Background: an optimization exercise with open tools, aiming at small area. Do not read the settings as production practice.
The RTL was checked by simulation tests, not by an equivalence proof against the original design.
No activity file was given, so power comes from the tool's default toggle rates.

===== flow/config.mk =====
export PLATFORM = sky130hd
export DESIGN_NAME = wideword_alu_top
export DESIGN_NICKNAME = wideword_alu_top
export VERILOG_FILES = /design/flow/design.v
export SDC_FILE = /design/flow/constraint.sdc
export NUM_CORES = 8
export LEC_CHECK = 0
export ABC_AREA = 1
export CAP_MARGIN = 20
export CORE_MARGIN = 2
export CORE_UTILIZATION = 45
export PLACE_DENSITY = 0.55
export SLEW_MARGIN = 20

===== flow/run.sh =====
#!/bin/bash
# synth_recipe.tcl (not shown) runs the flow's synth.tcl, then flattens the netlist and writes it again
# the make line also repeats each setting of config.mk as NAME=value (left out here)
make -C /OpenROAD-flow-scripts/flow DESIGN_CONFIG=/design/flow/config.mk WORK_HOME=/design/flow/orfs CLKGATE_MAP_FILE= SYNTH_SCRIPT=/design/flow/synth_recipe.tcl finish

===== flow/constraint.sdc =====
create_clock -name core_clock -period 6.0 [get_ports {clk}]
set_input_delay 1.2000 -clock core_clock [delete_from_list [all_inputs] [get_ports {clk}]]
set_output_delay 1.2000 -clock core_clock [all_outputs]
set_load 0.01 [all_outputs]

===== flow/design.v =====
package wideword_pkg;
	localparam int WORD_BITS     = 128;             
	localparam int BYTES         = WORD_BITS / 8;   
	localparam int AXI_DATA_BITS = 32;              
	localparam int AXI_ADDR_BITS = 8;               
	typedef logic [0:WORD_BITS-1] wide_word_t;      
	typedef enum logic [2:0] {
		OP_ADD = 3'd0,   
		OP_AND = 3'd1,
		OP_NOT = 3'd2,   
		OP_OR  = 3'd3,
		OP_XOR = 3'd4,
		OP_SUB = 3'd5,   
		OP_PRM = 3'd6    
	} alu_op_e;
	typedef enum logic [1:0] {
		W8  = 2'd0,
		W16 = 2'd1,
		W32 = 2'd2       
	} lane_width_e;
	localparam logic [AXI_ADDR_BITS-1:0] ADDR_A0     = 8'h00;   
	localparam logic [AXI_ADDR_BITS-1:0] ADDR_B0     = 8'h10;   
	localparam logic [AXI_ADDR_BITS-1:0] ADDR_CTRL   = 8'h20;   
	localparam logic [AXI_ADDR_BITS-1:0] ADDR_STATUS = 8'h24;   
	localparam logic [AXI_ADDR_BITS-1:0] ADDR_RES0   = 8'h30;   
	localparam logic [1:0] RESP_OKAY   = 2'b00;
	localparam logic [1:0] RESP_SLVERR = 2'b10;
endpackage
`timescale 1ns/1ps
module wideword_alu_top #(
	parameter int ADDR_BITS = wideword_pkg::AXI_ADDR_BITS
) (
	input  logic                                     clk,
	input  logic                                     rst,
	input  logic [ADDR_BITS-1:0]                     awaddr,
	input  logic                                     awvalid,
	output logic                                     awready,
	input  logic [wideword_pkg::AXI_DATA_BITS-1:0]   wdata,
	input  logic [wideword_pkg::AXI_DATA_BITS/8-1:0] wstrb,
	input  logic                                     wvalid,
	output logic                                     wready,
	output logic [1:0]                               bresp,
	output logic                                     bvalid,
	input  logic                                     bready,
	input  logic [ADDR_BITS-1:0]                     araddr,
	input  logic                                     arvalid,
	output logic                                     arready,
	output logic [wideword_pkg::AXI_DATA_BITS-1:0]   rdata,
	output logic [1:0]                               rresp,
	output logic                                     rvalid,
	input  logic                                     rready
);
	logic [31:0] a_q [0:3];    
	logic [31:0] b_q [0:3];
	logic [31:0] r_q [0:3];
	logic [2:0]  op_q;
	logic [1:0]  wd_q;
	logic        done_q;
	logic        ph1_q;        
	logic        ph2_q;        
	logic [3:0]  pend_q;       
	logic        stash_q;      
	logic        wr_rdy_q;
	logic        berr_q;
	logic        rd_rdy_q;
	logic        rerr_q;
	function automatic logic hit_block(input logic [ADDR_BITS-1:0] addr, input logic [1:0] blk);
		hit_block = (addr[ADDR_BITS-1:6] == '0) && (addr[5:4] == blk) && (addr[1:0] == 2'b00);
	endfunction
	function automatic logic hit_word(input logic [ADDR_BITS-1:0] addr, input logic [5:0] a);
		hit_word = (addr[ADDR_BITS-1:6] == '0) && (addr[5:0] == a);
	endfunction
	logic wr_hs, wr_a, wr_b, wr_ctrl, wr_ro, start;
	assign wr_hs   = awvalid & wvalid & wr_rdy_q;
	assign wr_a    = hit_block(awaddr, 2'd0);
	assign wr_b    = hit_block(awaddr, 2'd1);
	assign wr_ctrl = hit_word(awaddr, 6'h20);
	assign wr_ro   = hit_word(awaddr, 6'h24) | hit_block(awaddr, 2'd3);
	assign start   = wr_hs & wr_ctrl & (&wstrb);
	assign awready = wr_rdy_q;
	assign wready  = wr_rdy_q;
	assign bresp   = {berr_q, 1'b0};
	always_ff @(posedge clk)
	begin
		if (rst)
		begin
			wr_rdy_q <= 1'b0;
			bvalid   <= 1'b0;
		end
		else
		begin
			wr_rdy_q <= awvalid & wvalid & ~wr_rdy_q & ~bvalid;
			if (wr_hs)
				bvalid <= 1'b1;
			else if (bready)
				bvalid <= 1'b0;
		end
	end
	always_ff @(posedge clk)
	begin
		if (!bvalid)
			berr_q <= ~(wr_a | wr_b | wr_ctrl | wr_ro);
	end
	logic [31:0] wd_g;
	assign wd_g = wdata & {32{~rst}};
	always_ff @(posedge clk)
	begin
		for (int w = 0; w < 4; w++)
		begin
			for (int k = 0; k < 4; k++)
			begin
				if (rst | (wr_hs & wr_a & (awaddr[3:2] == 2'(w)) & wstrb[k]))
					a_q[w][k*8 +: 8] <= wd_g[k*8 +: 8];
				if (rst | (wr_hs & wr_b & (awaddr[3:2] == 2'(w)) & wstrb[k]))
					b_q[w][k*8 +: 8] <= wd_g[k*8 +: 8];
			end
		end
	end
	logic is_prm, new_prm, fresh, pend_any, lane_wr1, lane_wr2, prm_act;
	assign is_prm   = (op_q == 3'd6);
	assign new_prm  = (wdata[2:0] == 3'd6);
	assign pend_any = |pend_q;
	assign fresh    = start & new_prm & ~pend_any;
	assign prm_act  = fresh | pend_any;
	assign lane_wr1 = ph1_q & ~is_prm;
	assign lane_wr2 = ph2_q & ~is_prm;
	logic sub_q, nota_q, enc_q, enp_q, eng_q, brk16_q, brk8_q;
	always_ff @(posedge clk)
	begin
		if (start)
		begin
			sub_q   <= (wdata[2:0] == 3'd5);
			nota_q  <= (wdata[2:0] == 3'd2);
			enc_q   <= (wdata[5:4] != 2'd3) & ((wdata[2:0] == 3'd0) | (wdata[2:0] == 3'd5));
			enp_q   <= (wdata[5:4] != 2'd3) & ((wdata[2:0] == 3'd0) | (wdata[2:0] == 3'd5) |
				(wdata[2:0] == 3'd4) | (wdata[2:0] == 3'd2) | (wdata[2:0] == 3'd3));
			eng_q   <= (wdata[5:4] != 2'd3) & ((wdata[2:0] == 3'd1) | (wdata[2:0] == 3'd3));
			brk16_q <= (wdata[5:4] != 2'd2);
			brk8_q  <= (wdata[5:4] == 2'd0);
		end
	end
	always_ff @(posedge clk)
	begin
		if (rst)
		begin
			op_q   <= '0;
			wd_q   <= '0;
			done_q <= 1'b0;
			ph1_q  <= 1'b0;
			ph2_q  <= 1'b0;
		end
		else
		begin
			ph1_q <= start;
			ph2_q <= ph1_q;
			if (start)
			begin
				op_q   <= wdata[2:0];
				wd_q   <= wdata[5:4];
				done_q <= 1'b0;
			end
			else if (ph1_q)
			begin
				done_q <= 1'b1;
			end
		end
	end
	logic       ar_hs, next_rvalid, stash_ld;
	logic       rd_a, rd_b, rd_c, rd_s, rd_r;
	logic [1:0] rw;
	assign ar_hs       = arvalid & rd_rdy_q;
	assign next_rvalid = ar_hs | (rvalid & ~rready);
	assign stash_ld    = fresh & ~next_rvalid;
	assign rd_a = hit_block(araddr, 2'd0) & ~stash_ld;
	assign rd_b = hit_block(araddr, 2'd1) & ~stash_ld;
	assign rd_c = hit_word(araddr, 6'h20) & ~stash_ld;
	assign rd_s = hit_word(araddr, 6'h24) & ~stash_ld;
	assign rd_r = hit_block(araddr, 2'd3) | stash_ld;
	assign rw   = stash_ld ? 2'd0 : araddr[3:2];
	logic [1:0] wsel;
	logic       rd_pend;    
	assign rd_pend = hit_block(araddr, 2'd3) & pend_q[araddr[3:2]] & ~ph1_q;
	always_comb
	begin
		if (ar_hs & rd_pend)
			wsel = araddr[3:2];
		else if (pend_q[0])
			wsel = 2'd0;
		else if (pend_q[1])
			wsel = 2'd1;
		else if (pend_q[2])
			wsel = 2'd2;
		else if (pend_q[3])
			wsel = 2'd3;
		else
			wsel = 2'd0;        
	end
	always_ff @(posedge clk)
	begin
		if (rst)
		begin
			pend_q  <= '0;
			stash_q <= 1'b0;
		end
		else
		begin
			stash_q <= stash_ld;
			if (fresh)
				pend_q <= 4'b1110;
			else
				pend_q <= pend_q & ~(4'b0001 << wsel);
		end
	end
	logic [7:0]  a_byte [0:15];    
	logic [31:0] bsel;
	logic [31:0] prm;
	logic [63:0] ah, bh;
	logic [63:0] lane;
	logic [63:0] alu;
	logic [7:0]  gbyte, pbyte;
	always_comb
	begin
		for (int i = 0; i < 16; i++)
			a_byte[i] = a_q[i / 4][31 - 8 * (i % 4) -: 8];
	end
	assign bsel = b_q[wsel];
	always_comb
	begin
		for (int j = 0; j < 4; j++)
			prm[31 - 8 * j -: 8] = a_byte[bsel[27 - 8 * j -: 4]];
	end
	assign ah = ph2_q ? {a_q[2], a_q[3]} : {a_q[0], a_q[1]};
	assign bh = ph2_q ? {b_q[2], b_q[3]} : {b_q[0], b_q[1]};
	logic [63:0] bx, p, g, c;
	logic [8:0]  cb;       
	assign bx = nota_q ? '1 : (bh ^ {64{sub_q}});
	assign p  = ah ^ bx;
	assign g  = ah & bx;
	always_comb
	begin
		for (int j = 0; j < 8; j++)
		begin
			logic gj, pj;
			gj = 1'b0;
			pj = 1'b1;
			for (int i = 0; i < 8; i++)
			begin
				gj = g[8*j+i] | (p[8*j+i] & gj);
				pj = pj & p[8*j+i];
			end
			if (j % 4 == 0)
				cb[j] = sub_q;
			else if (((j % 2 == 0) && brk16_q) || brk8_q)
				cb[j] = sub_q;
			else
				cb[j] = gbyte[j-1] | (pbyte[j-1] & cb[j-1]);
			gbyte[j] = gj;
			pbyte[j] = pj;
		end
		for (int j = 0; j < 8; j++)
		begin
			c[8*j] = cb[j];
			for (int i = 1; i < 8; i++)
				c[8*j+i] = g[8*j+i-1] | (p[8*j+i-1] & c[8*j+i-1]);
		end
	end
	assign lane = ((p & {64{enp_q}}) ^ (c & {64{enc_q}})) | (g & {64{eng_q}});
	assign alu = prm_act ? {prm, prm} : lane;
	logic [3:0] rz_q;
	logic [3:0] r_we;
	always_comb
	begin
		for (int w = 0; w < 4; w++)
			r_we[w] = (prm_act & (wsel == 2'(w))) | (lane_wr1 & (w < 2)) | (lane_wr2 & (w >= 2));
	end
	always_ff @(posedge clk)
	begin
		for (int w = 0; w < 4; w++)
		begin
			if (r_we[w])
				r_q[w] <= (w % 2 == 0) ? alu[63:32] : alu[31:0];
		end
		if (rst)
			rz_q <= '1;
		else
			rz_q <= rz_q & ~r_we;
	end
	logic        rd_ok;
	logic        rd_alu;
	logic [31:0] rd_val;
	assign arready = rd_rdy_q;
	assign rresp   = {rerr_q, 1'b0};
	assign rd_alu  = (pend_q[rw] & ~ph1_q) | (lane_wr2 & rw[1]);
	always_comb
	begin
		rd_val = '0;
		rd_ok  = 1'b1;
		if (rd_a)
			rd_val = a_q[rw];
		else if (rd_b)
			rd_val = b_q[rw];
		else if (rd_c)
			rd_val = {26'd0, wd_q, 1'b0, op_q};
		else if (rd_s)
			rd_val = {31'd0, done_q};
		else if (rd_r)
		begin
			if (rd_alu)
				rd_val = rw[0] ? alu[31:0] : alu[63:32];
			else if (!rz_q[rw])
				rd_val = r_q[rw];
		end
		else
			rd_ok = 1'b0;
	end
	always_ff @(posedge clk)
	begin
		if (rst)
		begin
			rd_rdy_q <= 1'b0;
			rvalid   <= 1'b0;
		end
		else if (ar_hs)
		begin
			rd_rdy_q <= 1'b0;
			rvalid   <= 1'b1;
		end
		else if (rvalid & rready)
		begin
			rd_rdy_q <= 1'b1;
			rvalid   <= 1'b0;
		end
		else if (!rvalid)
		begin
			rd_rdy_q <= 1'b1;
		end
	end
	always_ff @(posedge clk)
	begin
		if ((ar_hs & ~(stash_q & rd_r & (rw == 2'd0))) | stash_ld)
			rdata <= rd_val;
		if (ar_hs)
			rerr_q <= ~rd_ok;
	end
endmodule

==> results.yml, run 1 <==
run_status:
  status: "no timing/DRC/antenna violations"
placed_design:
  port-buffer-count: 97
  place_inst: 4573
  post_dp_cell_area_um2: 32000
  hpwlAfterDp_um: 125000
  gp_routability_congestion: 1.25
power_and_ir_drop:
  p_sw_share_pct: 33.7
  total_switching_power_mw: 2.96
  sequentialPowerShare_pct: 43.3
  pwr_density_cell_nw_per_um2: 261
  leakagePower_nw: 13.6
  combinationalPowerShare_pct: 21.8
  vdd.ir_drop.worst_mv: 0.281
  pwr-share-clk_pct: 34.9
  power_report.internal_total_mw: 5.82
setup_path:
  critical-path-slowest-cell: "clkdlybuf4s50_1"
  setup.worst_path.end_class: "flip-flop"
  critPathBufInv: 6
  worst_ep_required_time_ps: 6360
  timing.critical_path.fanout_max: 14
  critical-path-top-delay-family: "simple AND/OR/NAND/NOR gates"
  timing_worst_setup_path_type: "in2reg"
  worst_setup_path_start_kind: "primary input"
  timing.critical_path.slowest_cell_delay_ps: 410
  crit_arrival_ps: 6040
  critical_path.most_common_cell: "nand2_1"
synthesis:
  syn-cell-area_um2: 28500
  synth_cell_type_count: 62
  netlist_top_cells_area: "edfxtp_1, nand2_1, o21ai_0, inv_1, o22ai_1"
  synth.ff_latch_count: 446
  syn_area_per_cell_um2: 8.02
  edff_count_synth: 425
  synth.yosys.warnings: 5
  sequential_element_share_of_the_synthesized_area_pct: 46.3
  synth_top_flop_cell: "edfxtp_1"
  synthTopCellsByCount: "nand2_1, edfxtp_1, inv_1, o21ai_0, nor2_1"
  post_synth_top_area_cell: "edfxtp_1"
  yosys.area.top_type_share_pct: 44.8
  ys_async_sr_fraction_pct: 0
  synthesized_netlist_cell_count: 3548
  most_frequent_cell_after_synthesis: "nand2_1"
drt:
  drt_iter0_markers: 6381
  routed_wl_um: 165000
  drtPass1Iterations: 10
  vias: 31600
  post_route_drc: 0
  detail_route.wl_per_cell_um: 35.3
  antenna_violating_nets_post_route: 0
  viasPerCell: 6.76
clocking:
  cts_hold_buf: 0
  clock_tree.htree_level_count: 2
  cts.reportedPaths.clkPinSlew_ps: 70
  clkSinkCount: 446
  cts_root_buf: "clkbuf_16"
  numCtsBuffers: 49
  tritoncts: "done"
  clk_path_buf_depth: 3
  post_cts_resized: 0
  worstSkewPairLatency_ps: 640
  post_cts.repair.setup_buffers: 0
floorplanning:
  placeableCoreArea_um2: 62900
  dieWidth_um: 256
  die_h_um: 256
  initial_utilization_pct: 45.3
  rows: 92
  die-area_um2: 65300
  boundaryPins: 100
min_path:
  hp-class: "reg2reg"
cells_and_area:
  final_cells: 4674
  syn_to_final_growth_pct: 18.2
  layout-drive-gt1-share_pct: 12.4
  fin_nets: 3903
  finalCoreUtilization_pct: 53.5
  fin_area_um2: 33600
run:
  maxCapViolations: 0
timing:
  fmax_ghz: 0.176
  slew_headroom_pct: 14.7
  finClkSkew_ps: 35.3
  unrepaired_setup_endpoints_after_global_routing: "false"
  period_minus_slack_ps: 5690
  min_period_over_period_pct: 94.8
  report.final.setup_viol: 0
  hold_viol: 0
  maxSlewViolCount: 0
  setup-tns-final_ps: 0
  tightestPinTransition_ps: 1270
global_routing:
  first_global_vias: 29100
  grtUsageTotal_pct: 49.0
  antenna_found_initial: 12
  globalRoute.totalOverflow: 0
  grt_max_degree: 74
  wire_length_of_the_first_global_routing_pass_um: 225000
-- area by class of cell --
| type | count | area [um^2] |
|---|---|---|
| Antenna cell | 11 | 27.5 |
| Clock buffer | 56 | 1250 |
| Clock inverter | 32 | 324 |
| Fill cell | 5816 | 29200 |
| Inverter | 395 | 1490 |
| Multi-Input combinational cell | 2538 | 13200 |
| Sequential cell | 446 | 13200 |
| Tap cell | 846 | 1060 |
| Timing Repair Buffer | 350 | 3100 |
-- logic make-up after synthesis --
family,after synthesis,synth area share (%)
and+or+nand+nor,1545,22.6
buffers and inverters,565,7.67
DFF,446,46.3
other,1,0.0132
muxes,6,0.211
xor gates and xnor gates,51,1.57
AOI/OAI and AO/OA,870,18.8
adders and majority gates,64,2.81
-- state kept, by name (all words and copies together) (netlist names), 2 cells and up --
signal  cells
a_q       128
b_q       128
op_q        3
pend_q      4
r_q       128
rdata      32
rz_q        4
wd_q        2
-- worst paths after layout --
path / cells past startpoint / slack (ps) / to / start
min reg2reg: 2 / 480 / pend_q[3] / pend_q[3]
max: 26 / 310 / rdata[19] / araddr[7]
min: 2 / 480 / pend_q[3] / pend_q[3]
max reg2reg: 40 / 510 / rdata[30] / ph2_q
-- through the flow --
stage | total power, mW | worst slack (ps) | hold WS [ps]
after global placement | 5.58 | 20.8 | 439
after floorplan | 4.58 | 347 | 435
final | 8.78 | 311 | 484
after detailed placement | 5.59 | 31.8 | 469
after global routing | 8.88 | 267 | 495
after CTS | 8.57 | 668 | 479
-- power by group through the flow --
stage | clock network [mW] | registers (mW) | logic [mW]
2_1_floorplan | 0 | 3.73 | 0.855
3_3_place_gp | 0 | 3.84 | 1.74
3_5_place_dp | 0 | 3.84 | 1.75
4_1_cts | 3.04 | 3.78 | 1.76
5_1_grt | 3.16 | 3.79 | 1.93
6_report | 3.07 | 3.80 | 1.91
-- worst min-delay path, stage by stage (launching register included) --
cell and delay, ps:
dfxtp_1 320, nand2_1 60, a21oi_1 50
-- routing by layer --
metal | share of wire (%) | vias up | global-route usage, % | routed length, um
met5 | 0.17 | - | 0.585 | 275
met4 | 9.4 | 16 | 34.2 | 15500
met3 | 17 | 819 | 20.5 | 27300
met2 | 40 | 3180 | 68.3 | 65200
met1 | 34 | 14700 | 61.2 | 56700
li1 | - | 12800 | - | -
-- cell usage in the layout (no fill, tap or decap), types with 64 or more instances in the layout --
| cell | netlist | routed |
|---|---|---|
| edfxtp_1 | 425 | 425 |
| nand3_1 | 172 | 172 |
| nand2_1 | 988 | 985 |
| a21oi_1 | 141 | 140 |
| inv_1 | 340 | 338 |
| ha_1 | 64 | 64 |
| o21ai_1 | 49 | 67 |
| nor2_1 | 237 | 230 |
| clkdlybuf4s50_1 | 0 | 96 |
| o21ai_0 | 269 | 245 |
| o22ai_1 | 185 | 185 |
| buf_4 | 7 | 234 |
==> run 2, diff against run 1 <==
--- a/flow/config.mk
+++ b/flow/config.mk
@@ -9,5 +9,6 @@
 export CAP_MARGIN = 20
 export CORE_MARGIN = 2
 export CORE_UTILIZATION = 45
+export GPL_TIMING_DRIVEN = 0
 export PLACE_DENSITY = 0.55
 export SLEW_MARGIN = 20
==> run 2 against run 1 <==
Now fails the layout checks on negative setup slack; non-clock buffer count shrank 56; combinational power is 4% lower; die area stayed put; flip-flop and latch count unchanged; sequential power hardly changed; synthesized cell count is the same; power rose by 0.31%; fmax fell by 8.1%; largest power group unchanged.
==> results.yml, run 2 <==
timing:
  period_minus_slack_ps: 6190
  hold_viol: 0
  unrepaired_setup_endpoints_after_global_routing: "true"
  fin_ws_ps: -188
  maxSlewViolCount: 0
  finClkSkew_ps: 47.5
  slew_headroom_pct: 12.1
  fmax_ghz: 0.162
  report.final.setup_viol: 6
  min_period_over_period_pct: 103
  tightestPinTransition_ps: 1320
clocking:
  clkSinkCount: 446
  cts_root_buf: "clkbuf_16"
  clock_tree.htree_level_count: 2
  tritoncts: "done"
  numCtsBuffers: 50
  cts_hold_buf: 0
  clk_path_buf_depth: 3
  worstSkewPairLatency_ps: 650
  cts.reportedPaths.clkPinSlew_ps: 60
synthesis:
  ys_async_sr_fraction_pct: 0
  synth.ff_latch_count: 446
  most_frequent_cell_after_synthesis: "nand2_1"
  syn-cell-area_um2: 28500
  yosys.area.top_type_share_pct: 44.8
  synthTopCellsByCount: "nand2_1, edfxtp_1, inv_1, o21ai_0, nor2_1"
  post_synth_top_area_cell: "edfxtp_1"
  synthesized_netlist_cell_count: 3548
  edff_count_synth: 425
  sequential_element_share_of_the_synthesized_area_pct: 46.3
  netlist_top_cells_area: "edfxtp_1, nand2_1, o21ai_0, inv_1, o22ai_1"
  syn_area_per_cell_um2: 8.02
  synth_cell_type_count: 62
  synth_top_flop_cell: "edfxtp_1"
  synth.yosys.warnings: 5
drt:
  antenna_violating_nets_post_route: 0
  post_route_drc: 0
  routed_wl_um: 172000
  drt_iter0_markers: 6617
  drtPass1Iterations: 22
  vias: 31500
  viasPerCell: 6.82
  detail_route.wl_per_cell_um: 37.3
placed_design:
  gp_routability_congestion: 1.16
  pre_cts_slack_ps: -1400
  hpwlAfterDp_um: 136000
  post_dp_cell_area_um2: 30800
  port-buffer-count: 96
cells_and_area:
  biggestRegsByFlops: "a_q: 128 flops, b_q: 128 flops, r_q: 128 flops"
  layout-drive-gt1-share_pct: 8.74
  nFillCells: 5770
  layout_common_cells: "nand2_1, edfxtp_1, inv_1"
  fin_area_um2: 32800
  mostFrequentLayoutCell: "nand2_1"
  fin_nets: 3848
  syn_to_final_growth_pct: 15.2
global_routing:
  groute.layer.met2.usage_pct: 74.8
  grtUsageTotal_pct: 51.4
  wire_length_of_the_first_global_routing_pass_um: 232000
  globalRouteMet3Util_pct: 22.5
  first_global_vias: 29200
  top_usage_layer: "met2"
  groute.layer.met1.usage_pct: 56.4
  globalRoute.totalOverflow: 0
  grt_max_degree: 28
  antenna_found_initial: 22
min_path:
  hold_depth: 1
  hp-class: "reg2reg"
floorplanning:
  die-area_um2: 65300
  boundaryPins: 100
  rows: 92
  placeableCoreArea_um2: 62900
  dieWidth_um: 256
  initial_utilization_pct: 45.3
  die_h_um: 256
power_and_ir_drop:
  vdd.ir_drop.worst_mv: 0.216
  total_power_mw: 8.81
  pwr_density_cell_nw_per_um2: 269
  leakagePower_nw: 12.9
setup_path:
  timing.critical_path.fanout_max: 10
  critPathBufInv: 7
  critical_path.most_common_cell: "inv_1"
  number_of_cells_on_the_critical_path: 16
  worst_r2r_path_depth: 42
  critical-path-slowest-cell: "o211ai_1"
  timing.critical_path.slowest_cell_delay_ps: 770
  setup.worst_path.end_class: "flip-flop"
  worstPathCellList: "clkdlybuf4s50_1 > inv_1 > nor4_1 > inv_1 > nor4_4 > buf_4 > nand4_2 > nor2_2 > nor2_1 > clkinv_1 > nor2_2 > inv_1 > clkdlybuf4s15_1 > o22ai_1 > a221oi_1 > o211ai_1"
  crit_arrival_ps: 6510
  worst_setup_path_start_kind: "primary input"
  timing_worst_setup_path_type: "in2reg"
  worst_ep_required_time_ps: 6330
  critical-path-top-delay-family: "buffers and inverters"
run_status:
  check-failures: "negative setup slack"
  status: "finished with violations"
run:
  maxCapViolations: 0
==> run 2: cell counts after synthesis <==
Identical to the previous run, type by type.
==> run 2: cell type report <==
class,count,area [um^2],area share (%)
inverters,395,1490,4.54
clock inverters,33,353,1.08
flip-flops and latches,446,13200,40.2
diodes,10,25.0,0.0763
well taps,846,1060,3.23
clock buffers,57,1300,3.96
multi-input cells,2538,13400,40.7
plain buffers,167,716,2.18
repair buffers,127,1310,3.99
==> run 2: through the flow <==
stage | hold slack [ps] | util, % | cells | TNS (ps)
after floorplan | 435 | - | 3549 | 0
after global placement | 446 | 48.5 | 4491 | -171740
after detailed placement | 446 | 49.0 | 4512 | -54470
after CTS | 495 | 51.8 | 4605 | 0
after global routing | 518 | 52.2 | 4611 | -120
final | 498 | 52.2 | 4619 | -390
==> run 2: worst paths after layout <==
check / start / slack (ps) / end
setup / recovery: wstrb[1] / -190 / rdata[18]
hold / removal: bvalid / 500 / wr_rdy_q
setup reg to reg: a_q[0][1] / 120 / rdata[31]
hold reg to reg: bvalid / 500 / wr_rdy_q
==> run 2: cells by family (layout without fill, tap and decap cells) <==
| family | count (synthesis) | count (layout) | share of synthesized area [%] |
|---|---|---|---|
| compound gates | 870 | 870 | 18.8 |
| flops | 446 | 446 | 46.3 |
| mux | 6 | 6 | 0.211 |
| fa+ha+maj | 64 | 64 | 2.81 |
| simple gates | 1545 | 1545 | 22.6 |
| xor+xnor | 51 | 51 | 1.57 |
| other cells | 1 | 12 | 0.0132 |
| buf+inv | 565 | 779 | 7.67 |
==> run 2: power by group <==
group | switching (mW) | leakage, nW | internal [mW]
registers | 0.166 | 4.21 | 3.60
logic | 1.40 | 7.93 | 0.443
clock network | 1.42 | 0.785 | 1.78
==> run 2: routing by layer <==
layer  share of wire, %  wire length (um)
met5               0.25               434
met4                 12             20300
met3                 15             25400
met2                 41             70300
met1                 32             55700
==> run 2: repair_timing <==
action / 4_1_cts / 5_1_grt
setup endpoints to repair: 92 / 41
pin swaps: 2 / 7
gates resized for setup: 15 / 44
setup buffers: 5 / 4
==> run 3, diff against run 2 <==
--- a/flow/design.v
+++ b/flow/design.v
@@ -76,7 +76,9 @@
 	assign wr_b    = hit_block(awaddr, 2'd1);
 	assign wr_ctrl = hit_word(awaddr, 6'h20);
 	assign wr_ro   = hit_word(awaddr, 6'h24) | hit_block(awaddr, 2'd3);
-	assign start   = wr_hs & wr_ctrl & (&wstrb);
+	logic wr_next, ctrl_next_q, prm_next_q;
+	assign wr_next = awvalid & wvalid & ~wr_rdy_q & ~bvalid;
+	assign start   = wr_hs & ctrl_next_q;
 	assign awready = wr_rdy_q;
 	assign wready  = wr_rdy_q;
 	assign bresp   = {berr_q, 1'b0};
@@ -89,7 +91,7 @@
 		end
 		else
 		begin
-			wr_rdy_q <= awvalid & wvalid & ~wr_rdy_q & ~bvalid;
+			wr_rdy_q <= wr_next;
 			if (wr_hs)
 				bvalid <= 1'b1;
 			else if (bready)
@@ -98,6 +100,11 @@
 	end
 	always_ff @(posedge clk)
 	begin
+		ctrl_next_q <= wr_ctrl & (&wstrb);
+		prm_next_q  <= wr_ctrl & (&wstrb) & (wdata[2:0] == 3'd6);
+	end
+	always_ff @(posedge clk)
+	begin
 		if (!bvalid)
 			berr_q <= ~(wr_a | wr_b | wr_ctrl | wr_ro);
 	end
@@ -116,11 +123,10 @@
 			end
 		end
 	end
-	logic is_prm, new_prm, fresh, pend_any, lane_wr1, lane_wr2, prm_act;
+	logic is_prm, fresh, pend_any, lane_wr1, lane_wr2, prm_act;
 	assign is_prm   = (op_q == 3'd6);
-	assign new_prm  = (wdata[2:0] == 3'd6);
 	assign pend_any = |pend_q;
-	assign fresh    = start & new_prm & ~pend_any;
+	assign fresh    = wr_hs & prm_next_q & ~pend_any;
 	assign prm_act  = fresh | pend_any;
 	assign lane_wr1 = ph1_q & ~is_prm;
 	assign lane_wr2 = ph2_q & ~is_prm;
==> flow/flow/run.sh (new file) <==
#!/bin/bash
# Own layout flow: the standard flow (standard.sh) with three changes, all output to layout.log:
# - the weakest cells (the _0 drive strengths) are added to the platform's don't-use list; they have
#   the footprint and area of the _1 cells but a far smaller load limit;
# - clock tree synthesis inserts no dummy loads;
# - the port buffers are buf_2.
set -euo pipefail
DONT_USE="sky130_fd_sc_hd__probe_p_8 sky130_fd_sc_hd__probec_p_8 sky130_fd_sc_hd__lpflow_bleeder_1
 sky130_fd_sc_hd__lpflow_clkbufkapwr_1 sky130_fd_sc_hd__lpflow_clkbufkapwr_16 sky130_fd_sc_hd__lpflow_clkbufkapwr_2
 sky130_fd_sc_hd__lpflow_clkbufkapwr_4 sky130_fd_sc_hd__lpflow_clkbufkapwr_8 sky130_fd_sc_hd__lpflow_clkinvkapwr_1
 sky130_fd_sc_hd__lpflow_clkinvkapwr_16 sky130_fd_sc_hd__lpflow_clkinvkapwr_2 sky130_fd_sc_hd__lpflow_clkinvkapwr_4
 sky130_fd_sc_hd__lpflow_clkinvkapwr_8 sky130_fd_sc_hd__lpflow_decapkapwr_12 sky130_fd_sc_hd__lpflow_decapkapwr_3
 sky130_fd_sc_hd__lpflow_decapkapwr_4 sky130_fd_sc_hd__lpflow_decapkapwr_6 sky130_fd_sc_hd__lpflow_decapkapwr_8
 sky130_fd_sc_hd__lpflow_inputiso0n_1 sky130_fd_sc_hd__lpflow_inputiso0p_1 sky130_fd_sc_hd__lpflow_inputiso1n_1
 sky130_fd_sc_hd__lpflow_inputiso1p_1 sky130_fd_sc_hd__lpflow_inputisolatch_1 sky130_fd_sc_hd__lpflow_isobufsrc_1
 sky130_fd_sc_hd__lpflow_isobufsrc_16 sky130_fd_sc_hd__lpflow_isobufsrc_2 sky130_fd_sc_hd__lpflow_isobufsrc_4
 sky130_fd_sc_hd__lpflow_isobufsrc_8 sky130_fd_sc_hd__lpflow_isobufsrckapwr_16
 sky130_fd_sc_hd__lpflow_lsbuf_lh_hl_isowell_tap_1 sky130_fd_sc_hd__lpflow_lsbuf_lh_hl_isowell_tap_2
 sky130_fd_sc_hd__lpflow_lsbuf_lh_hl_isowell_tap_4 sky130_fd_sc_hd__lpflow_lsbuf_lh_isowell_4
 sky130_fd_sc_hd__lpflow_lsbuf_lh_isowell_tap_1 sky130_fd_sc_hd__lpflow_lsbuf_lh_isowell_tap_2
 sky130_fd_sc_hd__lpflow_lsbuf_lh_isowell_tap_4
 sky130_fd_sc_hd__a2111oi_0 sky130_fd_sc_hd__a21boi_0 sky130_fd_sc_hd__and2_0 sky130_fd_sc_hd__einvn_0
 sky130_fd_sc_hd__o21ai_0 sky130_fd_sc_hd__o311ai_0 sky130_fd_sc_hd__or2_0"
bash standard.sh \
	DONT_USE_CELLS="$(echo $DONT_USE)" \
	CTS_ARGS="-sink_clustering_enable -repair_clock_nets -dont_use_dummy_load" \
	BUFFER_PORTS_ARGS="-buffer_cell sky130_fd_sc_hd__buf_2" \
	finish > layout.log 2>&1
==> flow/standard.sh (new file) <==
#!/bin/bash
# synth_recipe.tcl (not shown) runs the flow's synth.tcl, then flattens the netlist and writes it again
# the make line also repeats each setting of config.mk as NAME=value (left out here)
make -C /OpenROAD-flow-scripts/flow DESIGN_CONFIG=/design/flow/config.mk WORK_HOME=/design/flow/orfs CLKGATE_MAP_FILE= SYNTH_SCRIPT=/design/flow/synth_recipe.tcl "${@:-finish}"
--- a/flow/config.mk
+++ b/flow/config.mk
@@ -8,7 +8,6 @@
 export ABC_AREA = 1
 export CAP_MARGIN = 20
 export CORE_MARGIN = 2
-export CORE_UTILIZATION = 45
-export GPL_TIMING_DRIVEN = 0
-export PLACE_DENSITY = 0.55
+export CORE_UTILIZATION = 55
+export PLACE_DENSITY = 0.65
 export SLEW_MARGIN = 20
removed: flow/run.sh
==> run 3 against run 2 <==
Now clean on timing, DRC and antenna; critical path depth grew 6; combinational power decreased by 9%; sequential share of layout area up 2.4 points; fmax up 7.2%; sequential power about the same; register-to-register slack better by 330 ps; global-route usage is 2.1 points higher; critical endpoint is now rdata[11]; largest power group unchanged.
==> results.yml, run 3 <==
timing:
  fmax_ghz: 0.173
  maxSlewViolCount: 0
  unrepaired_setup_endpoints_after_global_routing: "false"
  report.final.setup_viol: 0
  finClkSkew_ps: 57.1
  fin_ws_ps: 227
  slew_headroom_pct: 18.4
  period_minus_slack_ps: 5770
  hold_viol: 0
  tightestPinTransition_ps: 1220
  min_period_over_period_pct: 96.2
global_routing:
  first_global_vias: 27500
  grtUsageTotal_pct: 53.5
  antenna_found_initial: 12
  grt_max_degree: 69
  globalRoute.totalOverflow: 0
  wire_length_of_the_first_global_routing_pass_um: 200000
cells_and_area:
  seqCellArea_um2: 13200
  nFillCells: 4399
  layout_common_cells: "nand2_1, edfxtp_1, inv_1"
  syn_to_final_growth_pct: 9.91
  multi_input_area_um2: 13000
  layout-drive-gt1-share_pct: 10.7
  fin_nets: 3730
  biggestRegsByFlops: "a_q: 128 flops, b_q: 128 flops, r_q: 128 flops"
  mostFrequentLayoutCell: "nand2_1"
min_path:
  hp-class: "reg2reg"
drt:
  viasPerCell: 7.09
  routed_wl_um: 145000
  drtPass1Iterations: 13
  met2_length_um: 55600
  met3WireLength_um: 28200
  drt_iter0_markers: 6586
  vias: 30400
  detail_route.wl_per_cell_um: 33.8
  routed.top_layer: "met5"
  antenna_violating_nets_post_route: 0
  met1_wirelength_um: 49400
  post_route_drc: 0
synthesis:
  synth_top_flop_cell: "edfxtp_1"
  most_frequent_cell_after_synthesis: "nand2_1"
  synthTopCellsByCount: "nand2_1, edfxtp_1, inv_1, o21ai_1, nor2_1"
  syn-cell-area_um2: 28200
  yosys.area.top_type_share_pct: 45.2
  ys_async_sr_fraction_pct: 0
  syn_area_per_cell_um2: 8.03
  edff_count_synth: 425
  synth_cell_type_count: 62
  synthesized_netlist_cell_count: 3518
  netlist_top_cells_area: "edfxtp_1, nand2_1, o21ai_1, o22ai_1, inv_1"
  synth.yosys.warnings: 5
  synth.ff_latch_count: 448
  sequential_element_share_of_the_synthesized_area_pct: 46.8
  post_synth_top_area_cell: "edfxtp_1"
clocking:
  clock_tree.htree_level_count: 2
  worstSkewPairLatency_ps: 620
  tritoncts: "done"
  clkSinkCount: 448
  cts_root_buf: "clkbuf_16"
  cts.reportedPaths.clkPinSlew_ps: 60
  numCtsBuffers: 45
  clk_path_buf_depth: 3
  post_cts.repair.setup_buffers: 0
setup_path:
  critical-path-top-delay-family: "simple AND/OR/NAND/NOR gates"
  worstPathCellList: "buf_2 > or2_1 > nor3_2 > nand2_1 > nor2_2 > nand2_2 > o21ai_4 > nand2_2 > o211ai_1 > o21a_1 > nor2_1 > nand2_1 > buf_4 > o22ai_1 > nor4_2 > nand4_1 > o21ai_1 > nand2_1 > nand2_1 > nor2_1 > o21ai_1 > nand3_1"
  timing.critical_path.fanout_max: 12
  critical-path-slowest-cell: "nor4_2"
  timing_worst_setup_path_type: "in2reg"
  timing.critical_path.slowest_cell_delay_ps: 600
  worst_ep_required_time_ps: 6270
  worst_setup_path_start_kind: "primary input"
  critical_path.most_common_cell: "nand2_1"
  critPathBufInv: 2
  setup.worst_path.end_class: "flip-flop"
  crit_arrival_ps: 6050
floorplanning:
  die-area_um2: 53200
  initial_utilization_pct: 55.3
  dieWidth_um: 231
  die_h_um: 231
  placeableCoreArea_um2: 51100
  rows: 83
  boundaryPins: 100
power_and_ir_drop:
  total_power_mw: 7.93
  leakagePower_nw: 12.7
  pwr_density_cell_nw_per_um2: 256
  vdd.ir_drop.worst_mv: 0.262
placed_design:
  gp_routability_congestion: 1.26
  hpwlAfterDp_um: 111000
  pre_cts_slack_ps: -130
  port-buffer-count: 97
run_status:
  status: "no timing/DRC/antenna violations"
run:
  maxCapViolations: 0
[run 3: cell types whose count changed after synthesis, sizes merged, moves of 17 or more]
cell and delta:
o22ai +32, a21oi +27, xor2 -17, o211ai -18
[run 3: cell families after synthesis]
group / share of synthesized area [%]
other: 0.0133
buffers and inverters: 7.52
AOI/OAI and AO/OA: 19.3
xor gates and xnor gates: 1.12
and+or+nand+nor: 22.3
adders and majority gates: 2.83
DFF: 46.8
muxes: 0.106
[run 3: worst paths after layout]
kind / from / end / slack, ps / depth (start not counted)
worst max-delay path: araddr[7] / rdata[11] / 230 / 22
worst min-delay path: rz_q[0] / rz_q[0] / 480 / 2
worst max register to register: ph2_q / rdata[31] / 450 / 45
worst min register to register: rz_q[0] / rz_q[0] / 480 / 2
[run 3: worst register-to-register path, delay by kind of cell, from the launching register on]
family | cells | cell delay [ps]
adder cells (fa/ha/maj) | 1 | 300
AO/OA/AOI/OAI | 1 | 300
AND/OR/NAND/NOR | 43 | 3970
flip-flops | 1 | 690
[run 3: cell type report]
| cell class | count | area share, % |
|---|---|---|
| diodes | 7 | 0.0564 |
| clock buffers | 45 | 3.63 |
| repair buffers | 209 | 4.51 |
| multi-input cells | 2518 | 41.8 |
| flip-flops and latches | 448 | 42.6 |
| inverters | 385 | 4.66 |
| well taps | 680 | 2.74 |
[run 3: metrics by stage]
stage / setup TNS, ps / instance area [um^2] / hold slack (ps) / std cells / utilization, %
final: 0 / 31000 / 484 / 4292 / 60.8
after global routing: 0 / 31000 / 488 / 4286 / 60.7
after CTS: 0 / 31000 / 481 / 4281 / 60.7
after detailed placement: -130 / 29900 / 441 / 4236 / 58.5
after global placement: -195 / 29900 / 423 / 4236 / 58.4
after floorplan: 0 / 28300 / 425 / 3519 / -
[run 3: report_power, final]
group | internal, mW | total (mW) | leakage, nW | switching, mW
combinational | 0.435 | 1.68 | 7.90 | 1.24
clock | 1.31 | 2.45 | 0.555 | 1.14
sequential | 3.61 | 3.80 | 4.22 | 0.188
[run 3: what timing repair did]
item                       4_1_cts  5_1_grt
hold buffers                     0        0
gates resized for setup          0        1
setup endpoints to repair        0        1
[run 3: layer usage]
layer | global-route usage, % | vias up
li1 | - | 12500
met1 | 65.3 | 14000
met2 | 71.9 | 3152
met3 | 31.3 | 734
met4 | 32.3 | 25
met5 | 0.827 | -
==> run 4, diff against run 3 <==
--- a/flow/design.v
+++ b/flow/design.v
@@ -183,23 +183,22 @@
 	assign rd_s = hit_word(araddr, 6'h24) & ~stash_ld;
 	assign rd_r = hit_block(araddr, 2'd3) | stash_ld;
 	assign rw   = stash_ld ? 2'd0 : araddr[3:2];
-	logic [1:0] wsel;
+	logic [1:0] wsel, wfp;
 	logic       rd_pend;    
 	assign rd_pend = hit_block(araddr, 2'd3) & pend_q[araddr[3:2]] & ~ph1_q;
 	always_comb
 	begin
-		if (ar_hs & rd_pend)
-			wsel = araddr[3:2];
-		else if (pend_q[0])
-			wsel = 2'd0;
+		if (pend_q[0])
+			wfp = 2'd0;
 		else if (pend_q[1])
-			wsel = 2'd1;
+			wfp = 2'd1;
 		else if (pend_q[2])
-			wsel = 2'd2;
+			wfp = 2'd2;
 		else if (pend_q[3])
-			wsel = 2'd3;
+			wfp = 2'd3;
 		else
-			wsel = 2'd0;        
+			wfp = 2'd0;        
+		wsel = (ar_hs & rd_pend) ? araddr[3:2] : wfp;
 	end
 	always_ff @(posedge clk)
 	begin
@@ -229,7 +228,9 @@
 		for (int i = 0; i < 16; i++)
 			a_byte[i] = a_q[i / 4][31 - 8 * (i % 4) -: 8];
 	end
-	assign bsel = b_q[wsel];
+	logic [31:0] b_rd;
+	assign b_rd = b_q[araddr[3:2]];
+	assign bsel = (ar_hs & rd_pend) ? b_rd : b_q[wfp];
 	always_comb
 	begin
 		for (int j = 0; j < 4; j++)
@@ -304,7 +305,7 @@
 		if (rd_a)
 			rd_val = a_q[rw];
 		else if (rd_b)
-			rd_val = b_q[rw];
+			rd_val = b_rd;
 		else if (rd_c)
 			rd_val = {26'd0, wd_q, 1'b0, op_q};
 		else if (rd_s)
==> run 4 against run 3 <==
Still clean on timing, DRC and antenna; wire length rose by 11%; register-to-register slack worse by 140 ps; fmax down 1.4%; first-iteration DRC count grew 12%; final cell count barely moved.
==> results.yml, run 4 <==
timing:
  finClkSkew_ps: 40.4
  tightestPinTransition_ps: 1250
  hold_slack_ps: 469
  unrepaired_setup_endpoints_after_global_routing: "false"
  min_period_over_period_pct: 97.6
  hold_viol: 0
  report.final.setup_viol: 0
  setup-tns-final_ps: 0
  slew_headroom_pct: 16.1
  fmax_ghz: 0.171
  period_minus_slack_ps: 5860
  maxSlewViolCount: 0
synthesis:
  synthesized_netlist_cell_count: 3486
  synthSimpleGateAreaFrac_pct: 20.8
  synth_top_flop_cell: "edfxtp_1"
  synthTopCellsByCount: "nand2_1, edfxtp_1, inv_1, o21ai_1, nor2_1"
  edff_count_synth: 425
  synth.ff_latch_count: 448
  yosys.area.top_type_share_pct: 45.1
  syn_area_per_cell_um2: 8.12
  synth_top_family_by_area: "simple AND/OR/NAND/NOR gates"
  sequential_element_share_of_the_synthesized_area_pct: 46.7
  synth_compound_gate_area_share_pct: 20.6
  syn-cell-area_um2: 28300
  ys_async_sr_fraction_pct: 0
  most_frequent_cell_after_synthesis: "nand2_1"
  synth-adder-area-share_pct: 2.83
  synth_cell_type_count: 61
  synth_xor_area_share_pct: 1.08
  synth.yosys.warnings: 5
  netlist_top_cells_area: "edfxtp_1, nand2_1, o21ai_1, o22ai_1, inv_1"
  post_synth_top_area_cell: "edfxtp_1"
  synth.area.mux_share_pct: 0.212
cells_and_area:
  final_cells: 4296
  biggestRegsByFlops: "a_q: 128 flops, b_q: 128 flops, r_q: 128 flops"
  nFillCells: 4332
  seqCellArea_um2: 13200
  mostFrequentLayoutCell: "nand2_1"
  fin_nets: 3737
  layout-drive-gt1-share_pct: 12.3
  multi_input_area_um2: 12900
  fin_area_um2: 31300
  layout_common_cells: "nand2_1, edfxtp_1, inv_1"
  syn_to_final_growth_pct: 10.6
  finalCoreUtilization_pct: 61.3
floorplanning:
  boundaryPins: 100
  rows: 83
  die-area_um2: 53300
  die_h_um: 231
  dieWidth_um: 231
  placeableCoreArea_um2: 51100
  initial_utilization_pct: 55.4
global_routing:
  first_global_vias: 29000
  globalRoute.totalOverflow: 0
  grt_max_degree: 100
  antenna_found_initial: 18
  grtUsageTotal_pct: 59.3
  wire_length_of_the_first_global_routing_pass_um: 217000
power_and_ir_drop:
  combinationalPowerShare_pct: 22.3
  sequentialPowerShare_pct: 46.9
  pwr-share-clk_pct: 30.9
  leakagePower_nw: 12.8
  total_switching_power_mw: 2.75
  vdd.ir_drop.worst_mv: 0.357
  pwr_density_cell_nw_per_um2: 261
  power_report.internal_total_mw: 5.42
  p_sw_share_pct: 33.6
drt:
  drt_iter0_markers: 7389
  detail_route.wl_per_cell_um: 37.6
  drtPass1Iterations: 15
  viasPerCell: 7.43
  antenna_violating_nets_post_route: 0
  routed_wl_um: 161000
  post_route_drc: 0
  vias: 31900
clocking:
  worstSkewPairLatency_ps: 620
  clock_tree.htree_level_count: 2
  post_cts.repair.setup_buffers: 0
  clk_path_buf_depth: 3
  post_cts_resized: 0
  numCtsBuffers: 46
  cts.reportedPaths.clkPinSlew_ps: 60
  cts_hold_buf: 0
  clkSinkCount: 448
  cts_root_buf: "clkbuf_16"
  tritoncts: "done"
run:
  maxCapViolations: 0
placed_design:
  place_inst: 4246
  hpwlAfterDp_um: 119000
  post_dp_cell_area_um2: 30100
  gp_routability_congestion: 1.27
  port-buffer-count: 97
setup_path:
  setup.worst_path.end_class: "flip-flop"
  worst_ep_required_time_ps: 6290
  crit_arrival_ps: 6150
  startpoint: "araddr[2]"
  timing.rr.start: "ph2_q"
  timing_worst_setup_path_type: "in2reg"
  worst_r2r_path_depth: 37
  worst_setup_path_start_kind: "primary input"
  timing.critical_path.fanout_max: 12
min_path:
  hold_depth: 2
  hp-class: "reg2reg"
  worstHoldStart: "ctrl_next_q"
run_status:
  status: "no timing/DRC/antenna violations"
-- run 4: changes by cell type after synthesis, moves of 14 or more --
cell	previous run	this run
a21boi_1	31	2
a221oi_1	58	81
a22oi_1	0	14
nand2_1	978	930
nand2_2	18	49
nand3_1	158	101
nand4_1	52	12
nor2_1	231	255
o2111ai_1	1	33
o21ai_1	309	338
-- run 4: critical path: stages --
cell and delay, ps:
buf_2 400, nand2_2 250, inv_2 320, buf_4 210, nand2_1 50, o2111ai_1 80
o21ai_1 340, nand2_1 190, nand2_2 170, nand2_1 160, inv_2 60, nand2_2 150
buf_4 220, o21ai_1 90, nor4_1 570, nand3_1 140, o21ai_1 270, nand2_1 160
nand2_1 100, inv_1 70, nand2_1 60, o211ai_1 110, nand3_1 430, o221ai_1 330
-- run 4: metrics by stage --
| step | setup WS [ps] | power (mW) |
|---|---|---|
| 2_1_floorplan | 1720 | 4.64 |
| 3_3_place_gp | 44.5 | 5.47 |
| 3_5_place_dp | 142 | 5.49 |
| 4_1_cts | 418 | 7.89 |
| 5_1_grt | 144 | 8.17 |
| 6_report | 144 | 8.17 |
-- run 4: cell families after synthesis --
group           Yosys count
buf+inv                 562
compound gates          941
fa+ha+maj                64
xor+xnor                 35
flops                   448
simple gates           1429
mux                       6
other cells               1
-- run 4: layout make-up --
type / instances / share of cell area (%)
clock buffer: 46 / 3.68
timing repair buffer: 246 / 5.26
antenna: 4 / 0.0320
sequential: 448 / 42.2
tap: 680 / 2.72
inverter: 395 / 4.74
multi-input combinational: 2477 / 41.3
-- run 4: worst paths after layout --
path | slack, ps | to
setup / recovery | 140 | rdata[10]
setup reg to reg | 310 | rdata[31]
hold reg to reg | 470 | ph1_q
hold / removal | 470 | ph1_q
-- run 4: power groups by stage --
stage                     registers (mW)  logic [mW]  clock network (mW)
after CTS                           3.79        1.64                2.46
after floorplan                     3.75       0.890                   0
after detailed placement            3.86        1.63                   0
final                               3.83        1.82                2.52
after global routing                3.81        1.81                2.54
after global placement              3.86        1.61                   0
-- run 4: routing by layer --
layer | vias to the layer above | wire length, um | global-route usage, % | part of all wire (%)
met3 | 1131 | 32800 | 38.2 | 20
met2 | 3729 | 59800 | 78.4 | 37
met4 | 50 | 16000 | 39.7 | 9.9
met1 | 14600 | 51700 | 68.9 | 32
li1 | 12500 | - | - | -
met5 | - | 1090 | 10.8 | 0.68
==> run 5, diff against run 4 <==
--- a/flow/design.v
+++ b/flow/design.v
@@ -183,22 +183,23 @@
 	assign rd_s = hit_word(araddr, 6'h24) & ~stash_ld;
 	assign rd_r = hit_block(araddr, 2'd3) | stash_ld;
 	assign rw   = stash_ld ? 2'd0 : araddr[3:2];
-	logic [1:0] wsel, wfp;
+	logic [1:0] wsel;
 	logic       rd_pend;    
 	assign rd_pend = hit_block(araddr, 2'd3) & pend_q[araddr[3:2]] & ~ph1_q;
 	always_comb
 	begin
-		if (pend_q[0])
-			wfp = 2'd0;
+		if (ar_hs & rd_pend)
+			wsel = araddr[3:2];
+		else if (pend_q[0])
+			wsel = 2'd0;
 		else if (pend_q[1])
-			wfp = 2'd1;
+			wsel = 2'd1;
 		else if (pend_q[2])
-			wfp = 2'd2;
+			wsel = 2'd2;
 		else if (pend_q[3])
-			wfp = 2'd3;
+			wsel = 2'd3;
 		else
-			wfp = 2'd0;        
-		wsel = (ar_hs & rd_pend) ? araddr[3:2] : wfp;
+			wsel = 2'd0;        
 	end
 	always_ff @(posedge clk)
 	begin
@@ -228,9 +229,7 @@
 		for (int i = 0; i < 16; i++)
 			a_byte[i] = a_q[i / 4][31 - 8 * (i % 4) -: 8];
 	end
-	logic [31:0] b_rd;
-	assign b_rd = b_q[araddr[3:2]];
-	assign bsel = (ar_hs & rd_pend) ? b_rd : b_q[wfp];
+	assign bsel = b_q[wsel];
 	always_comb
 	begin
 		for (int j = 0; j < 4; j++)
@@ -305,7 +304,7 @@
 		if (rd_a)
 			rd_val = a_q[rw];
 		else if (rd_b)
-			rd_val = b_rd;
+			rd_val = b_q[rw];
 		else if (rd_c)
 			rd_val = {26'd0, wd_q, 1'b0, op_q};
 		else if (rd_s)
--- a/flow/flow/run.sh
+++ b/flow/flow/run.sh
@@ -2,7 +2,7 @@
 # Own layout flow: the standard flow (standard.sh) with three changes, all output to layout.log:
 # - the weakest cells (the _0 drive strengths) are added to the platform's don't-use list; they have
 #   the footprint and area of the _1 cells but a far smaller load limit;
-# - clock tree synthesis inserts no dummy loads;
+# - clock tree synthesis inserts no dummy loads and clusters up to 20 sinks per buffer;
 # - the port buffers are buf_2.
 set -euo pipefail
 DONT_USE="sky130_fd_sc_hd__probe_p_8 sky130_fd_sc_hd__probec_p_8 sky130_fd_sc_hd__lpflow_bleeder_1
@@ -23,6 +23,6 @@
  sky130_fd_sc_hd__o21ai_0 sky130_fd_sc_hd__o311ai_0 sky130_fd_sc_hd__or2_0"
 bash standard.sh \
 	DONT_USE_CELLS="$(echo $DONT_USE)" \
-	CTS_ARGS="-sink_clustering_enable -repair_clock_nets -dont_use_dummy_load" \
+	CTS_ARGS="-sink_clustering_enable -repair_clock_nets -dont_use_dummy_load -sink_clustering_size 20 -sink_clustering_max_diameter 100" \
 	BUFFER_PORTS_ARGS="-buffer_cell sky130_fd_sc_hd__buf_2" \
 	finish > layout.log 2>&1
--- a/flow/config.mk
+++ b/flow/config.mk
@@ -6,8 +6,8 @@
 export NUM_CORES = 8
 export LEC_CHECK = 0
 export ABC_AREA = 1
-export CAP_MARGIN = 20
+export CAP_MARGIN = 35
 export CORE_MARGIN = 2
-export CORE_UTILIZATION = 55
-export PLACE_DENSITY = 0.65
-export SLEW_MARGIN = 20
+export CORE_UTILIZATION = 65
+export PLACE_DENSITY = 0.75
+export SLEW_MARGIN = 35
==> run 5 against run 4 <==
Via count decreased by 4.1%; non-clock buffer count decreased by 91; cell area decreased by 3.5%; combinational power decreased by 12%; fmax increased by 4.8%; final cell count decreased by 4.1%; worst setup slack improved by 270 ps.
==> results.yml, run 5 <==
global_routing:
  antenna_found_initial: 9
  wire_length_of_the_first_global_routing_pass_um: 186000
  globalRoute.totalOverflow: 0
  grtUsageTotal_pct: 58.5
  first_global_vias: 27300
  grt_max_degree: 90
timing:
  report.final.setup_viol: 0
  min_period_over_period_pct: 93.2
  finClkSkew_ps: 57.5
  maxSlewViolCount: 0
  hold_viol: 0
  fmax_ghz: 0.179
  period_minus_slack_ps: 5590
  slew_headroom_pct: 25.4
  fin_ws_ps: 411
  unrepaired_setup_endpoints_after_global_routing: "false"
  tightestPinTransition_ps: 1120
  setup-tns-final_ps: 0
setup_path:
  worst_setup_path_start_kind: "primary input"
  worstPathCellList: "buf_2 > or2_1 > nor3_2 > nand2_1 > nor2_2 > nand2_2 > o21ai_4 > inv_4 > nor2_4 > inv_2 > o21ai_1 > o21ai_2 > nand2_2 > inv_2 > nand2_1 > o22ai_1 > nor4_1 > nand4_1 > o21ai_1 > nand2_1 > nand2_1 > nor2_1 > o21ai_1 > nand3_1"
  critical-path-top-delay-family: "simple AND/OR/NAND/NOR gates"
  timing.critical_path.fanout_max: 10
  timing.critical_path.slowest_cell_delay_ps: 550
  critical-path-slowest-cell: "o21ai_1"
  critical_path.most_common_cell: "nand2_1"
  setup.worst_path.end_class: "flip-flop"
  crit_arrival_ps: 5890
  worst_ep_required_time_ps: 6310
  timing_worst_setup_path_type: "in2reg"
  critPathBufInv: 4
clocking:
  post_cts.repair.setup_buffers: 0
  tritoncts: "done"
  clock_tree.htree_level_count: 1
  numCtsBuffers: 26
  worstSkewPairLatency_ps: 620
  cts.reportedPaths.clkPinSlew_ps: 90
  cts_root_buf: "clkbuf_16"
  post_cts_resized: 0
  clkSinkCount: 448
  clk_path_buf_depth: 3
  cts_hold_buf: 0
synthesis:
  edff_count_synth: 425
  synth_cell_type_count: 62
  synthTopCellsByCount: "nand2_1, edfxtp_1, inv_1, o21ai_1, nor2_1"
  synth.ff_latch_count: 448
  netlist_top_cells_area: "edfxtp_1, nand2_1, o21ai_1, o22ai_1, inv_1"
  most_frequent_cell_after_synthesis: "nand2_1"
  sequential_element_share_of_the_synthesized_area_pct: 46.8
  ys_async_sr_fraction_pct: 0
  syn_area_per_cell_um2: 8.03
  synthesized_netlist_cell_count: 3518
  synth.yosys.warnings: 5
  syn-cell-area_um2: 28200
  yosys.area.top_type_share_pct: 45.2
  post_synth_top_area_cell: "edfxtp_1"
  synth_top_flop_cell: "edfxtp_1"
floorplanning:
  placeableCoreArea_um2: 43000
  boundaryPins: 100
  rows: 76
  initial_utilization_pct: 65.7
  die_h_um: 212
  dieWidth_um: 212
  die-area_um2: 45100
drt:
  post_route_drc: 0
  drtPass1Iterations: 21
  detail_route.wl_per_cell_um: 32.7
  antenna_violating_nets_post_route: 0
  routed_wl_um: 135000
  drt_iter0_markers: 6711
  viasPerCell: 7.43
  vias: 30600
placed_design:
  place_inst: 4090
  gp_routability_congestion: 1.47
  port-buffer-count: 97
  hpwlAfterDp_um: 99100
  pre_cts_slack_ps: 157
cells_and_area:
  final_cells: 4122
  layout-drive-gt1-share_pct: 9.29
  layout_common_cells: "nand2_1, edfxtp_1, inv_1"
  mostFrequentLayoutCell: "nand2_1"
  biggestRegsByFlops: "a_q: 128 flops, b_q: 128 flops, r_q: 128 flops"
  nFillCells: 3231
  fin_nets: 3657
  syn_to_final_growth_pct: 6.91
power_and_ir_drop:
  pwr_density_cell_nw_per_um2: 238
  leakagePower_nw: 12.2
  total_power_mw: 7.18
  vdd.ir_drop.worst_mv: 0.313
run:
  maxCapViolations: 0
min_path:
  hp-class: "reg2reg"
run_status:
  status: "no timing/DRC/antenna violations"
==> run 5: changes by cell type after synthesis, moves of 24 or more <==
cell,delta
nand3_1,+57
nand2_1,+48
nand4_1,+40
o2111ai_1,-32
nand2_2,-31
a21boi_1,+29
o21ai_1,-29
nor2_1,-24
==> run 5: per-layer routing <==
| layer | wire (um) | GRT usage (%) | vias up |
|---|---|---|---|
| met5 | 775 | 7.23 | - |
| met4 | 12200 | 35.0 | 30 |
| met3 | 27700 | 36.5 | 986 |
| met2 | 50900 | 77.9 | 3415 |
| met1 | 43300 | 70.2 | 13900 |
| li1 | - | - | 12300 |
==> run 5: power breakdown <==
group          leakage (nW)  switching [mW]  internal, mW  total [mW]
registers              4.22           0.185          3.61        3.79
logic                  7.70            1.20         0.412        1.61
clock network         0.320            1.01         0.768        1.78
total                  12.2            2.39          4.79        7.18
==> run 5: path summary, 6_finish.rpt <==
path | startpoint | endpoint | slack [ps] | depth (start not counted)
worst max-delay path | araddr[7] | rdata[11] | 410 | 24
worst min-delay path | bvalid | wr_rdy_q | 450 | 1
worst max register to register | ph2_q | rdata[31] | 560 | 37
worst min register to register | bvalid | wr_rdy_q | 450 | 1
==> run 5: area by class of cell <==
cell class / instances / area (um^2) / area share (%)
Sequential cell: 448 / 13200 / 43.8
Timing Repair Buffer: 155 / 1090 / 3.62
Antenna cell: 5 / 12.5 / 0.0414
Clock buffer: 26 / 651 / 2.15
Multi-Input combinational cell: 2518 / 13000 / 43.2
Tap cell: 585 / 732 / 2.42
Inverter: 385 / 1450 / 4.79
==> run 5: logic make-up (layout without fill, tap and decap cells) <==
kind of cell	Yosys count	count (layout)	share of synthesized area (%)
mux	3	3	0.106
flops	448	448	46.8
other cells	1	7	0.0133
xor+xnor	36	36	1.12
compound gates	893	893	19.3
fa+ha+maj	64	64	2.83
simple gates	1520	1520	22.3
buf+inv	553	566	7.52
==> run 5: worst reg2reg max path, delay by kind of cell (launching register included) <==
kind	cells	cell delay, ps
AO/OA/AOI/OAI	4	860
adder cells (fa/ha/maj)	1	350
buffers and inverters	1	340
flip-flops	1	640
AND/OR/NAND/NOR	31	2960
==> run 5: per-stage QoR <==
step                utilization [%]  hold WS [ps]  area (um^2)
floorplan                         -           425        28300
global placement               68.4           420        29400
detailed placement             68.6           436        29500
CTS                            70.1           448        30100
global route                   70.2           459        30200
finish                         70.3           448        30200

## port drivers added, routing unchanged
The results above use ideal ports. As a check the final layouts listed here were re-extracted and re-timed, cells and wires unchanged. Step 1: set_driving_cell puts a clkbuf_16 on clk and a buf_2 on each other input, an assumption about the parent block. Step 2, shift: input delay + t, output delay - t, t = (earliest + latest rising clock arrival at the registers) / 2. This alone moves slack from input paths to output paths. Three values: ideal, step 1, step 2; two values: the first two.
| run | t (ns) | setup slack, ns | worst setup path after step 2 | worst register clock-pin slew, ns |
|---|---|---|---|---|
| run 1 | 0.694 | 0.311 / 0.355 / -0.338 | input to register | 0.08 / 0.08 |
| run 2 | 0.694 | -0.188 / -0.149 / -0.843 | input to register | 0.07 / 0.07 |
| run 3 | 0.655 | 0.227 / 0.269 / -0.386 | input to register | 0.07 / 0.07 |
| run 4 | 0.661 | 0.144 / 0.177 / -0.483 | input to register | 0.07 / 0.07 |
| run 5 | 0.658 | 0.411 / 0.455 / -0.203 | input to register | 0.10 / 0.10 |
Met with ideal ports but missed after step 2: setup timing in run 1, run 3, run 4 and run 5. For run 2, which loses most, drivers alone change the setup slack by +0.039 ns; drivers and shift together by -0.655 ns.
